This is an optimization exercise on Yosys and OpenROAD, whose aim is small area, a short achievable clock period and few clock cycles, not a production implementation.
Power is estimated from default activity; no workload was simulated.

==> flow/design.v <==
package pix_pkg;
	localparam int PIXEL_BITS = 8;
	localparam int LANES      = 4;                   
	typedef logic [PIXEL_BITS-1:0]       pixel_t;
	typedef logic [LANES*PIXEL_BITS-1:0] beat_t;    
	localparam int LINE_BEATS   = 4;                 
	localparam int STORED_LINES = 4;                 
	typedef logic [1:0] col_t;                       
	typedef logic [2:0] row_cnt_t;                   
endpackage
package filt_pkg;
	typedef logic [1:0] rot_t;
	typedef logic [7:0] coeff_t;
	localparam coeff_t H_EDGE   = 8'd6;
	localparam coeff_t H_NEAR   = 8'd58;
	localparam coeff_t H_CENTER = 8'd128;
	typedef logic [15:0] prod_t;                     
	typedef logic [17:0] sum_t;                      
	localparam sum_t ROUND_BIAS  = 18'd128;
	localparam int   ROUND_SHIFT = 8;
endpackage
`timescale 1ns/1ps
module y_filter_top
(
	input  logic  clock,
	input  logic  reset,
	input  logic  in_valid,
	output logic  in_ready,
	input  pix_pkg::beat_t in_data,
	input  logic  in_first,
	output logic  out_valid,
	input  logic  out_ready,
	output pix_pkg::beat_t out_data
);
	localparam int LANES = pix_pkg::LANES;
	localparam int PB    = pix_pkg::PIXEL_BITS;
	localparam int LB    = pix_pkg::LINE_BEATS;
	localparam int DEPTH = LB * pix_pkg::STORED_LINES - 2;    
	logic           adv;                                 
	logic           accept;
	pix_pkg::beat_t sr [DEPTH];                          
	logic [9:0]     g2 [LANES];                          
	logic [9:0]     u2 [LANES];                          
	logic [14:0]    p [LANES];                           
	pix_pkg::col_t  col;
	logic [2:0]     row;
	pix_pkg::beat_t res;
	assign adv      = !out_valid || out_ready;
	assign in_ready = adv;
	assign accept   = adv && in_valid;
	pix_pkg::col_t eff_col;
	logic [2:0]    eff_row;
	assign eff_col = in_first ? pix_pkg::col_t'(0) : col;
	assign eff_row = in_first ? 3'd0 : row;
	always_ff @(posedge clock) begin
		if (reset) begin
			col <= '0;
			row <= '0;
		end else if (accept) begin
			col <= eff_col + pix_pkg::col_t'(1);
			if (eff_col == pix_pkg::col_t'(LB - 1) && !eff_row[2]) begin
				row <= eff_row + 3'd1;
			end else begin
				row <= eff_row;
			end
		end
	end
	function automatic logic [29:0] csa(input logic [14:0] a, input logic [14:0] b, input logic [14:0] c);
		csa = {(a & b) | (a & c) | (b & c), a ^ b ^ c};
	endfunction
	function automatic logic [14:0] add15(input logic [14:0] a, input logic [14:0] b);
		logic [14:0] g;
		logic [14:0] p;
		logic [14:0] gg;
		logic [14:0] pp;
		g  = a & b;
		p  = a ^ b;
		gg = g;
		pp = p;
		for (int lv = 0; lv < 4; lv++) begin
			for (int i = 0; i < 15; i++) begin
				if ((i >> lv) & 1) begin
					int j;
					j = ((i >> lv) << lv) - 1;
					gg[i] = gg[i] | (pp[i] & gg[j]);
					pp[i] = pp[i] & pp[j];
				end
			end
		end
		add15 = p ^ {gg[13:0], 1'b0};
	endfunction
	function automatic logic [14:0] cpa1(input logic [29:0] cs);
		cpa1 = add15(cs[14:0], {cs[28:15], 1'b1});
	endfunction
	always_ff @(posedge clock) begin
		if (accept) begin
			sr[0] <= in_data;
			for (int k = 1; k < DEPTH; k++) begin
				sr[k] <= sr[k-1];
			end
			for (int l = 0; l < LANES; l++) begin
				logic [14:0] t;
				logic [14:0] gx;
				t      = cpa1(csa(15'(sr[13][l*PB +: PB]), ~(15'(sr[9][l*PB +: PB])), ~(15'(sr[1][l*PB +: PB]))));
				g2[l] <= t[9:0];
				t      = cpa1(csa(15'(sr[9][l*PB +: PB]), 15'(sr[1][l*PB +: PB]), {6'd0, sr[5][l*PB +: PB], 1'b1}));
				u2[l] <= t[9:0];
				gx     = {{5{g2[l][9]}}, g2[l]};
				p[l]  <= cpa1(csa({gx[13:0], 1'b1}, gx, {u2[l], 5'd0}));
			end
		end
	end
	always_comb begin
		for (int l = 0; l < LANES; l++) begin
			logic [14:0] acc;
			acc = cpa1(csa(p[l], {6'd0, in_data[l*PB +: PB], 1'b0}, {7'd0, in_data[l*PB +: PB]}));
			res[l*PB +: PB] = acc[14:7];
		end
	end
	always_ff @(posedge clock) begin
		if (reset) begin
			out_valid <= 1'b0;
		end else if (adv) begin
			out_valid <= in_valid && eff_row[2];         
		end
	end
	always_ff @(posedge clock) begin
		if (accept) begin
			out_data <= res;
		end
	end
endmodule
Settings: LEC_CHECK=0, ABC_AREA=1, CAP_MARGIN=20, CORE_MARGIN=2, CORE_UTILIZATION=55, CTS_BUF_LIST=sky130_fd_sc_hd__clkbuf_8, CTS_CLUSTER_DIAMETER=50, CTS_CLUSTER_SIZE=18, SETUP_SLACK_MARGIN=2.9, SLEW_MARGIN=20; clock period 5.5 ns.
run.sh (not shown) runs the stock make flow with config.mk's settings and CLKGATE_MAP_FILE= SYNTH_SCRIPT=/design/flow/synth_recipe.tcl, a recipe that flattens the netlist after the stock synthesis.
Then changed:
--- a/flow/design.v
+++ b/flow/design.v
@@ -37,18 +37,21 @@
 	localparam int LB    = pix_pkg::LINE_BEATS;
 	localparam int DEPTH = LB * pix_pkg::STORED_LINES - 2;    
 	logic           adv;                                 
 	logic           accept;
 	pix_pkg::beat_t sr [DEPTH];                          
 	logic [9:0]     g2 [LANES];                          
-	logic [9:0]     u2 [LANES];                          
-	logic [14:0]    p [LANES];                           
+	logic [11:0]    g3 [LANES];                          
+	logic [9:0]     u [LANES];                           
+	logic [6:0]     w [LANES];
+	logic           uw_valid;
 	pix_pkg::col_t  col;
 	logic [2:0]     row;
+	logic           s_valid;
+	pix_pkg::beat_t s_data;
 	pix_pkg::beat_t res;
-	assign adv      = !out_valid || out_ready;
 	assign in_ready = adv;
 	assign accept   = adv && in_valid;
 	pix_pkg::col_t eff_col;
 	logic [2:0]    eff_row;
 	assign eff_col = in_first ? pix_pkg::col_t'(0) : col;
 	assign eff_row = in_first ? 3'd0 : row;
@@ -62,15 +65,19 @@
 				row <= eff_row + 3'd1;
 			end else begin
 				row <= eff_row;
 			end
 		end
 	end
-	function automatic logic [29:0] csa(input logic [14:0] a, input logic [14:0] b, input logic [14:0] c);
-		csa = {(a & b) | (a & c) | (b & c), a ^ b ^ c};
-	endfunction
+	always_ff @(posedge clock) begin
+		if (reset) begin
+			uw_valid <= 1'b0;
+		end else if (adv) begin
+			uw_valid <= in_valid && eff_row[2];          
+		end
+	end
 	function automatic logic [14:0] add15(input logic [14:0] a, input logic [14:0] b);
 		logic [14:0] g;
 		logic [14:0] p;
 		logic [14:0] gg;
 		logic [14:0] pp;
 		g  = a & b;
@@ -86,12 +93,15 @@
 					pp[i] = pp[i] & pp[j];
 				end
 			end
 		end
 		add15 = p ^ {gg[13:0], 1'b0};
 	endfunction
+	function automatic logic [29:0] csa(input logic [14:0] a, input logic [14:0] b, input logic [14:0] c);
+		csa = {(a & b) | (a & c) | (b & c), a ^ b ^ c};
+	endfunction
 	function automatic logic [14:0] cpa1(input logic [29:0] cs);
 		cpa1 = add15(cs[14:0], {cs[28:15], 1'b1});
 	endfunction
 	always_ff @(posedge clock) begin
 		if (accept) begin
 			sr[0] <= in_data;
@@ -100,33 +110,49 @@
 			end
 			for (int l = 0; l < LANES; l++) begin
 				logic [14:0] t;
 				logic [14:0] gx;
 				t      = cpa1(csa(15'(sr[13][l*PB +: PB]), ~(15'(sr[9][l*PB +: PB])), ~(15'(sr[1][l*PB +: PB]))));
 				g2[l] <= t[9:0];
-				t      = cpa1(csa(15'(sr[9][l*PB +: PB]), 15'(sr[1][l*PB +: PB]), {6'd0, sr[5][l*PB +: PB], 1'b1}));
-				u2[l] <= t[9:0];
 				gx     = {{5{g2[l][9]}}, g2[l]};
-				p[l]  <= cpa1(csa({gx[13:0], 1'b1}, gx, {u2[l], 5'd0}));
+				t      = add15({gx[13:0], 1'b1}, gx);
+				g3[l] <= t[11:0];
+				t      = cpa1(csa({{3{g3[l][11]}}, g3[l]}, {6'd0, in_data[l*PB +: PB], 1'b1}, {7'd0, in_data[l*PB +: PB]}));
+				w[l]  <= t[11:5];
+				t      = cpa1(csa(15'(sr[11][l*PB +: PB]), 15'(sr[3][l*PB +: PB]), {6'd0, sr[7][l*PB +: PB], 1'b1}));
+				u[l]  <= t[9:0];
 			end
 		end
 	end
 	always_comb begin
 		for (int l = 0; l < LANES; l++) begin
 			logic [14:0] acc;
-			acc = cpa1(csa(p[l], {6'd0, in_data[l*PB +: PB], 1'b0}, {7'd0, in_data[l*PB +: PB]}));
-			res[l*PB +: PB] = acc[14:7];
+			acc = add15({5'd0, u[l]}, {{8{w[l][6]}}, w[l]});
+			res[l*PB +: PB] = acc[9:2];
 		end
 	end
 	always_ff @(posedge clock) begin
 		if (reset) begin
 			out_valid <= 1'b0;
-		end else if (adv) begin
-			out_valid <= in_valid && eff_row[2];         
+			s_valid   <= 1'b0;
+			adv       <= 1'b1;
+		end else if (s_valid) begin
+			if (out_ready) begin
+				s_valid <= 1'b0;
+				adv     <= 1'b1;
+			end
+		end else if (!out_valid || out_ready) begin
+			out_valid <= uw_valid;
+		end else if (uw_valid) begin
+			s_valid <= 1'b1;
+			adv     <= 1'b0;
 		end
 	end
 	always_ff @(posedge clock) begin
-		if (accept) begin
-			out_data <= res;
+		if (!out_valid || out_ready) begin
+			out_data <= s_valid ? s_data : res;
+		end
+		if (adv) begin
+			s_data <= res;
 		end
 	end
 endmodule
What happened: Count of clock-buffer cells in the layout grows by 9; synthesized cell count fell by 2.5%; design area went up by about 4.4%; final cell count went down by 0.75%; sequential share of layout area is higher by 2.0 points; synthesized area is higher by 4.5%; worst hold slack hardly moves; wire length grows by about 9%; die area rises by about 4.5%; total power increases by about 8%; maximum frequency came out lower by about 0.8%; first-iteration DRC count goes up by 40%; sequential cell count increases by 51; global-route usage is higher by 1.0 points.
Function was not checked in any run of this note: the RTL went through the layout flow alone.

-- what the ideal ports hide --
The results above use ideal ports. As a check the final layouts listed here were re-extracted and re-timed, cells and wires unchanged. Step 1 (the two cells are an assumption about what drives the block):
set clk [get_ports {clock}]
set_driving_cell -lib_cell sky130_fd_sc_hd__clkbuf_16 $clk
set_driving_cell -lib_cell sky130_fd_sc_hd__buf_2 [delete_from_list [all_inputs] $clk]
Step 2 times the ports against the registers' clock, not the clock port: input delays grow and output delays shrink by t, the midpoint of the rising clock arrivals with the driver on. Slacks: ideal ports / drivers / drivers and shift; pairs: ideal ports / drivers.
| run | t (ns) | slack for setup (ns) | clock arrival spread, ns |
|---|---|---|---|
| the first run | 0.710 | 2.881 / 2.882 / 2.203 | 0.039 / 0.039 |
| the second run | 0.704 | 2.860 / 2.898 / 2.194 | 0.036 / 0.036 |
After both steps setup and hold are still met in every run listed. For the first run, which loses most, drivers alone change the setup slack by +0.001 ns; drivers and shift together by -0.678 ns.
